Source: an optimization exercise on an open RTL-to-GDS flow (aim: small area and a short achievable clock period). Production flows keep margins and buffers that such runs may drop. RTL that was checked went through simulation tests only; none was proved equivalent to the original.

==> inputs of job 1651 <==
// retire_stage
module retire_stage (
    input  wire logic clk_i,
    input  wire logic rst_ni,
    input  wire logic issue_valid_i,
    output logic      issue_ready_o,
    output logic      issue_id_valid_o,
    output rob_pkg::rob_id_t   issue_id_o,
    input  wire logic issue_id_ready_i,
    input  wire logic [4-1:0]             retire_valid_i,
    input  wire logic [4*3-1:0]   retire_id_i,
    input  wire logic [4*16-1:0] retire_data_i,
    output logic      commit_valid_o,
    output rob_pkg::rob_id_t   commit_id_o,
    output rob_pkg::rob_data_t commit_data_o,
    input  wire logic commit_ready_i
);
==> module rob_memory, before the edit <==
module rob_memory (
    input  wire logic                                 clk_i,
    input  wire logic                                 rst_ni,
    input  wire logic [4-1:0]             wr_valid_i,
    input  wire logic [4*3-1:0]   wr_id_i,
    input  wire logic [4*16-1:0] wr_data_i,
    input  wire logic [8-1:0]                head_sel_i,
    input  wire logic                                 clear_i,
    output logic                                      head_done_o,
    output logic [8*16-1:0]         data_o
);
    logic [8-1:0] completed_q;
    for (genvar e = 0; e < 8; e++) begin : gen_entry
        logic [4-1:0] wr_sel;
        logic                     wr_any;
        rob_pkg::rob_data_t       data_q;
        rob_pkg::rob_data_t       data_d;
        for (genvar p = 0; p < 4; p++) begin : gen_port
            assign wr_sel[p] = wr_valid_i[p] &
                               (wr_id_i[p*3 +: 3] == rob_pkg::rob_id_t'(e));
        end
        assign wr_any = |wr_sel;
        always_ff @(posedge clk_i) begin
            if (!rst_ni) begin
                completed_q[e] <= 1'b0;
            end else if (wr_any) begin
                completed_q[e] <= 1'b1;
            end else if (clear_i && head_sel_i[e]) begin
                completed_q[e] <= 1'b0;
            end
        end
        rob_select #(.N(4)) wr_mux (
            .sel_i  (wr_sel),
            .hold_i (~wr_any),
            .data_i (wr_data_i),
            .q_i    (data_q),
            .d_o    (data_d)
        );
        always_ff @(posedge clk_i) begin
            data_q <= data_d;
        end
        assign data_o[e*16 +: 16] = data_q;
    end
    assign head_done_o = |(completed_q & head_sel_i);
endmodule
==> module rob_select, before the edit <==
module rob_select #(
    parameter int N = 4
) (
    input  wire logic [N-1:0]            sel_i,
    input  wire logic                    hold_i,
    input  wire logic [N*16-1:0] data_i,
    input  rob_pkg::rob_data_t           q_i,
    output rob_pkg::rob_data_t           d_o
);
    always_comb begin
        d_o = {16{hold_i}} & q_i;
        for (int i = 0; i < N; i++) begin
            d_o = d_o | ({16{sel_i[i]}} & data_i[i*16 +: 16]);
        end
    end
endmodule
==> module retire_stage, before the edit <==
module retire_stage (
    input  wire logic clk_i,
    input  wire logic rst_ni,
    input  wire logic issue_valid_i,
    output logic      issue_ready_o,
    output logic      issue_id_valid_o,
    output rob_pkg::rob_id_t   issue_id_o,
    input  wire logic issue_id_ready_i,
    input  wire logic [4-1:0]             retire_valid_i,
    input  wire logic [4*3-1:0]   retire_id_i,
    input  wire logic [4*16-1:0] retire_data_i,
    output logic      commit_valid_o,
    output rob_pkg::rob_id_t   commit_id_o,
    output rob_pkg::rob_data_t commit_data_o,
    input  wire logic commit_ready_i
);
    rob_pkg::rob_id_t   last_id_q;    
    rob_pkg::rob_id_t   prev_head_q;  
    rob_pkg::rob_id_t   head_id;
    logic               full_q;
    logic               empty_q;
    logic               issue_valid_q;
    logic               issue_in_ready;
    logic               alloc;
    logic               commit_valid_q;
    logic               commit_in_ready;
    logic               head_done;
    logic               head_ready;
    logic               pop;
    logic [8-1:0] head_sel;
    logic [8-1:0] load_sel;
    logic [8*16-1:0] mem_data;
    rob_pkg::rob_data_t commit_data_d;
    rob_pkg::rob_data_t commit_data_q;
    assign issue_in_ready = ~issue_valid_q | issue_id_ready_i;
    assign issue_ready_o  = ~full_q & issue_in_ready;
    assign alloc          = issue_valid_i & issue_ready_o;
    assign head_id = prev_head_q + 1'b1;
    for (genvar e = 0; e < 8; e++) begin : gen_head
        assign head_sel[e] = (head_id == rob_pkg::rob_id_t'(e));
    end
    rob_memory rob_memory0 (
        .clk_i       (clk_i),
        .rst_ni      (rst_ni),
        .wr_valid_i  (retire_valid_i),
        .wr_id_i     (retire_id_i),
        .wr_data_i   (retire_data_i),
        .head_sel_i  (head_sel),
        .clear_i     (pop),
        .head_done_o (head_done),
        .data_o      (mem_data)
    );
    assign head_ready      = ~empty_q & head_done;
    assign commit_in_ready = ~commit_valid_q | commit_ready_i;
    assign pop             = head_ready & commit_in_ready;
    always_ff @(posedge clk_i) begin
        if (!rst_ni) begin
            last_id_q      <= '1;
            prev_head_q    <= '1;
            full_q         <= 1'b0;
            empty_q        <= 1'b1;
            issue_valid_q  <= 1'b0;
            commit_valid_q <= 1'b0;
        end else begin
            if (alloc) begin
                last_id_q <= last_id_q + 1'b1;
            end
            if (pop) begin
                prev_head_q <= head_id;
            end
            if (alloc && !pop) begin
                empty_q <= 1'b0;
                full_q  <= (rob_pkg::rob_id_t'(last_id_q + 1'b1) == prev_head_q);
            end else if (pop && !alloc) begin
                full_q  <= 1'b0;
                empty_q <= (head_id == last_id_q);
            end
            if (issue_in_ready) begin
                issue_valid_q <= alloc;
            end
            if (commit_in_ready) begin
                commit_valid_q <= head_ready;
            end
        end
    end
    assign load_sel = head_sel & {8{commit_in_ready}};
    rob_select #(.N(8)) commit_mux (
        .sel_i  (load_sel),
        .hold_i (~commit_in_ready),
        .data_i (mem_data),
        .q_i    (commit_data_q),
        .d_o    (commit_data_d)
    );
    always_ff @(posedge clk_i) begin
        commit_data_q <= commit_data_d;
    end
    assign issue_id_valid_o = issue_valid_q;
    assign issue_id_o       = last_id_q;
    assign commit_valid_o   = commit_valid_q;
    assign commit_id_o      = prev_head_q;
    assign commit_data_o    = commit_data_q;
endmodule
Settings: LEC_CHECK=0, CAP_MARGIN=20, CORE_MARGIN=2, CORE_UTILIZATION=40, PLACE_DENSITY=0.6, SLEW_MARGIN=20, SYNTH_HIERARCHICAL=1; clock period 4.5 ns.
run.sh (not shown) runs the stock make flow with config.mk's settings and CLKGATE_MAP_FILE= SYNTH_SCRIPT=/design/flow/synth_recipe.tcl, a recipe that flattens the netlist after the stock synthesis.
==> job 8908 (differences from job 1651) <==
--- a/flow/design.v
+++ b/flow/design.v
@@ -12,2 +12,10 @@
     } rob_commit_t;
+    function automatic rob_id_t id_next(input rob_id_t id);
+        logic carry;
+        carry = 1'b1;
+        for (int i = 0; i < 3; i++) begin
+            id_next[i] = id[i] ^ carry;
+            carry      = carry & id[i];
+        end
+    endfunction
 endpackage
@@ -28,2 +36,10 @@
     logic [8-1:0] completed_q;
+    logic [8-1:0] port_sel [4];
+    for (genvar p = 0; p < 4; p++) begin : gen_dec
+        rob_decode dec (
+            .valid_i (wr_valid_i[p]),
+            .id_i    (wr_id_i[p*3 +: 3]),
+            .sel_o   (port_sel[p])
+        );
+    end
     for (genvar e = 0; e < 8; e++) begin : gen_entry
@@ -34,4 +50,3 @@
         for (genvar p = 0; p < 4; p++) begin : gen_port
-            assign wr_sel[p] = wr_valid_i[p] &
-                               (wr_id_i[p*3 +: 3] == rob_pkg::rob_id_t'(e));
+            assign wr_sel[p] = port_sel[p][e];
         end
@@ -49,3 +64,3 @@
             .sel_i  (wr_sel),
-            .hold_i (~wr_any),
+            .hold_i (completed_q[e]),
             .data_i (wr_data_i),
@@ -70,8 +85,66 @@
 );
+    localparam int T = N + 1;
+    localparam int G = (T + 2) / 3;
+    logic [T-1:0]             sel;
+    logic [T*16-1:0] data;
+    rob_pkg::rob_data_t       grp_n [G];
+    assign sel  = {sel_i, hold_i};
+    assign data = {data_i, q_i};
+    for (genvar g = 0; g < G; g++) begin : gen_grp
+        localparam int K = (3*g + 3 <= T) ? 3 : T - 3*g;
+        rob_aoi #(.K(K)) aoi (
+            .sel_i  (sel[3*g +: K]),
+            .data_i (data[3*g*16 +: K*16]),
+            .y_no   (grp_n[g])
+        );
+    end
     always_comb begin
-        d_o = {16{hold_i}} & q_i;
-        for (int i = 0; i < N; i++) begin
-            d_o = d_o | ({16{sel_i[i]}} & data_i[i*16 +: 16]);
-        end
-    end
+        d_o = '0;
+        for (int g = 0; g < G; g++) begin
+            d_o = d_o | ~grp_n[g];
+        end
+    end
+endmodule
+module rob_aoi #(
+    parameter int K = 3
+) (
+    input  wire logic [K-1:0]             sel_i,
+    input  wire logic [K*16-1:0] data_i,
+    output rob_pkg::rob_data_t            y_no
+);
+    always_comb begin
+        y_no = '1;
+        for (int i = 0; i < K; i++) begin
+            y_no = y_no & ~({16{sel_i[i]}} & data_i[i*16 +: 16]);
+        end
+    end
+endmodule
+module rob_decode (
+    input  wire logic              valid_i,
+    input  rob_pkg::rob_id_t       id_i,
+    output logic [8-1:0]  sel_o
+);
+    logic [3:0] lo;
+    logic [1:0] hi;
+    rob_predecode predec (
+        .valid_i (valid_i),
+        .id_i    (id_i),
+        .lo_o    (lo),
+        .hi_o    (hi)
+    );
+    for (genvar e = 0; e < 8; e++) begin : gen_sel
+        assign sel_o[e] = hi[e / 4] & lo[e % 4];
+    end
+endmodule
+module rob_predecode (
+    input  wire logic              valid_i,
+    input  rob_pkg::rob_id_t       id_i,
+    output logic [3:0]             lo_o,
+    output logic [1:0]             hi_o
+);
+    for (genvar k = 0; k < 4; k++) begin : gen_lo
+        assign lo_o[k] = (id_i[1:0] == 2'(k));
+    end
+    assign hi_o[0] = valid_i & ~id_i[2];
+    assign hi_o[1] = valid_i &  id_i[2];
 endmodule
@@ -99,4 +172,7 @@
     rob_pkg::rob_id_t   head_id;
-    logic               full_q;
-    logic               empty_q;
+    rob_pkg::rob_id_t   last_id_inc;
+    logic               full_d;
+    logic               not_full_q;    
+    logic               issue_busy_q;  
+    logic               issue_valid_d;
     logic               issue_valid_q;
@@ -115,5 +191,11 @@
     assign issue_in_ready = ~issue_valid_q | issue_id_ready_i;
-    assign issue_ready_o  = ~full_q & issue_in_ready;
+    rob_ready_gate issue_ready_gate (
+        .busy_i  (issue_busy_q),
+        .avail_i (not_full_q),
+        .ready_i (issue_id_ready_i),
+        .ready_o (issue_ready_o)
+    );
     assign alloc          = issue_valid_i & issue_ready_o;
-    assign head_id = prev_head_q + 1'b1;
+    assign head_id     = rob_pkg::id_next(prev_head_q);
+    assign last_id_inc = rob_pkg::id_next(last_id_q);
     for (genvar e = 0; e < 8; e++) begin : gen_head
@@ -132,5 +214,14 @@
     );
-    assign head_ready      = ~empty_q & head_done;
+    assign head_ready      = head_done;
     assign commit_in_ready = ~commit_valid_q | commit_ready_i;
     assign pop             = head_ready & commit_in_ready;
+    always_comb begin
+        full_d = ~not_full_q;
+        if (alloc && !pop) begin
+            full_d = (last_id_inc == prev_head_q);
+        end else if (pop && !alloc) begin
+            full_d = 1'b0;
+        end
+    end
+    assign issue_valid_d = issue_in_ready ? alloc : issue_valid_q;
     always_ff @(posedge clk_i) begin
@@ -139,4 +230,4 @@
             prev_head_q    <= '1;
-            full_q         <= 1'b0;
-            empty_q        <= 1'b1;
+            not_full_q     <= 1'b1;
+            issue_busy_q   <= 1'b0;
             issue_valid_q  <= 1'b0;
@@ -145,3 +236,3 @@
             if (alloc) begin
-                last_id_q <= last_id_q + 1'b1;
+                last_id_q <= last_id_inc;
             end
@@ -150,12 +241,5 @@
             end
-            if (alloc && !pop) begin
-                empty_q <= 1'b0;
-                full_q  <= (rob_pkg::rob_id_t'(last_id_q + 1'b1) == prev_head_q);
-            end else if (pop && !alloc) begin
-                full_q  <= 1'b0;
-                empty_q <= (head_id == last_id_q);
-            end
-            if (issue_in_ready) begin
-                issue_valid_q <= alloc;
-            end
+            not_full_q    <= ~full_d;
+            issue_busy_q  <= full_d | issue_valid_d;
+            issue_valid_q <= issue_valid_d;
             if (commit_in_ready) begin
@@ -182,2 +266,19 @@
 endmodule
+module rob_ready_gate (
+    input  wire logic busy_i,
+    input  wire logic avail_i,
+    input  wire logic ready_i,
+    output logic      ready_o
+);
+    logic avail_ready_n;
+    rob_nand2 nand_in  (.a_i(avail_i), .b_i(ready_i),       .y_o(avail_ready_n));
+    rob_nand2 nand_out (.a_i(busy_i),  .b_i(avail_ready_n), .y_o(ready_o));
+endmodule
+module rob_nand2 (
+    input  wire logic a_i,
+    input  wire logic b_i,
+    output logic      y_o
+);
+    assign y_o = ~(a_i & b_i);
+endmodule
 `default_nettype wire
==> flow/flow/run.sh (new file) <==
#!/bin/bash
# Layout flow: the standard flow (standard.sh) with two changes
#  - logic is mapped by ABC with an area-oriented script (flow/abc_area.script);
#    flip-flops are mapped before ABC, so the registers are the standard ones
#  - the port buffers are plain buf_1 cells
# Each tool's output goes to the log files ORFS writes under orfs/logs, and
# the whole run's output to flow_run.log here.
set -euo pipefail
here=$(pwd)
{
  printf 'proc abc {args} {\n'
  printf '  set i [lsearch $args -script]\n'
  printf '  if {$i >= 0} { lset args [expr {$i + 1}] %s }\n' "$here/flow/abc_area.script"
  printf '  yosys abc {*}$args\n'
  printf '}\n'
  cat "$here/synth_recipe.tcl"
} > "$here/own_synth.tcl"
sed "s|SYNTH_SCRIPT=[^ ]*|SYNTH_SCRIPT=$here/own_synth.tcl|" standard.sh > own_standard.sh
grep -q "SYNTH_SCRIPT=$here/own_synth.tcl" own_standard.sh
export BUFFER_PORTS_ARGS="-buffer_cell sky130_fd_sc_hd__buf_1"
bash own_standard.sh finish > flow_run.log 2>&1
==> flow/flow/abc_area.script (new file) <==
&get -n
&st
&dch
&nf -a
&put
==> flow/standard.sh (new file) <==
#!/bin/bash
# synth_recipe.tcl (not shown) runs the flow's synth.tcl, then flattens the netlist and writes it again
# the make line also repeats each setting of config.mk as NAME=value (left out here)
make -C /OpenROAD-flow-scripts/flow DESIGN_CONFIG=/design/flow/config.mk WORK_HOME=/design/flow/orfs CLKGATE_MAP_FILE= SYNTH_SCRIPT=/design/flow/synth_recipe.tcl "${@:-finish}"
- CORE_UTILIZATION: 40 -> 30
- CTS_BUF_LIST: default -> sky130_fd_sc_hd__clkbuf_2 sky130_fd_sc_hd__clkbuf_4 sky130_fd_sc_hd__clkbuf_8
- CTS_CLUSTER_SIZE: default -> 30
- PLACE_DENSITY: 0.6 -> 0.45
- SETUP_SLACK_MARGIN: default -> 2.35
removed: flow/run.sh
==> impl_metrics.env <==
export IMPL_via_per_inst=7.168
export IMPL_core_area_mm2=0.02036
export IMPL_status="finished clean"
export IMPL_die_area_mm2=0.02205
export IMPL_num_tap_cells=270
export IMPL_final_cells=1212
# the run above: job 1651

==> impl_metrics.env <==
export IMPL_antenna_found_initial=1
export IMPL_via_per_inst=6.765
export IMPL_status="finished clean"
export IMPL_num_tap_cells=324
export IMPL_core_area_mm2=0.02439
export IMPL_clock_area_share_pct=4.988
export IMPL_die_area_mm2=0.02616
export IMPL_setup_viol=0
export IMPL_inv_count=4
export IMPL_startpoint="retire_valid_i[1]"
export IMPL_final_cells=1258
# the run above: job 8908

The RTL of job 1651 was laid out without a check of its function.

-- port drivers added, routing unchanged --
The results above use ideal ports. As a check the final layouts listed here were re-extracted and re-timed, cells and wires unchanged. Step 1 (the two cells are an assumption about what drives the block):
set clk [get_ports {clk_i}]
set_driving_cell -lib_cell sky130_fd_sc_hd__clkbuf_16 $clk
set_driving_cell -lib_cell sky130_fd_sc_hd__buf_2 [delete_from_list [all_inputs] $clk]
Step 2 adds t to the input delays and takes it off the output delays; t is the mean of the earliest and latest rising clock arrival at the registers after step 1. Input paths then give back, and output paths get back, about the clock's delay inside the block. Three values: ideal, step 1, step 2; two values: the first two.
| run | t, ns | setup slack, ns | slew at the worst register clock pin (ns) |
|---|---|---|---|
| job 1651 | 0.479 | 1.444 / 1.421 / 1.172 | 0.07 / 0.07 |
| job 8908 | 0.502 | 2.318 / 2.344 / 1.841 | 0.10 / 0.10 |
After both steps setup and hold are still met in every run listed. The setup slack of job 8908, which loses most, moves by +0.026 ns with the drivers and by -0.477 ns with both steps.
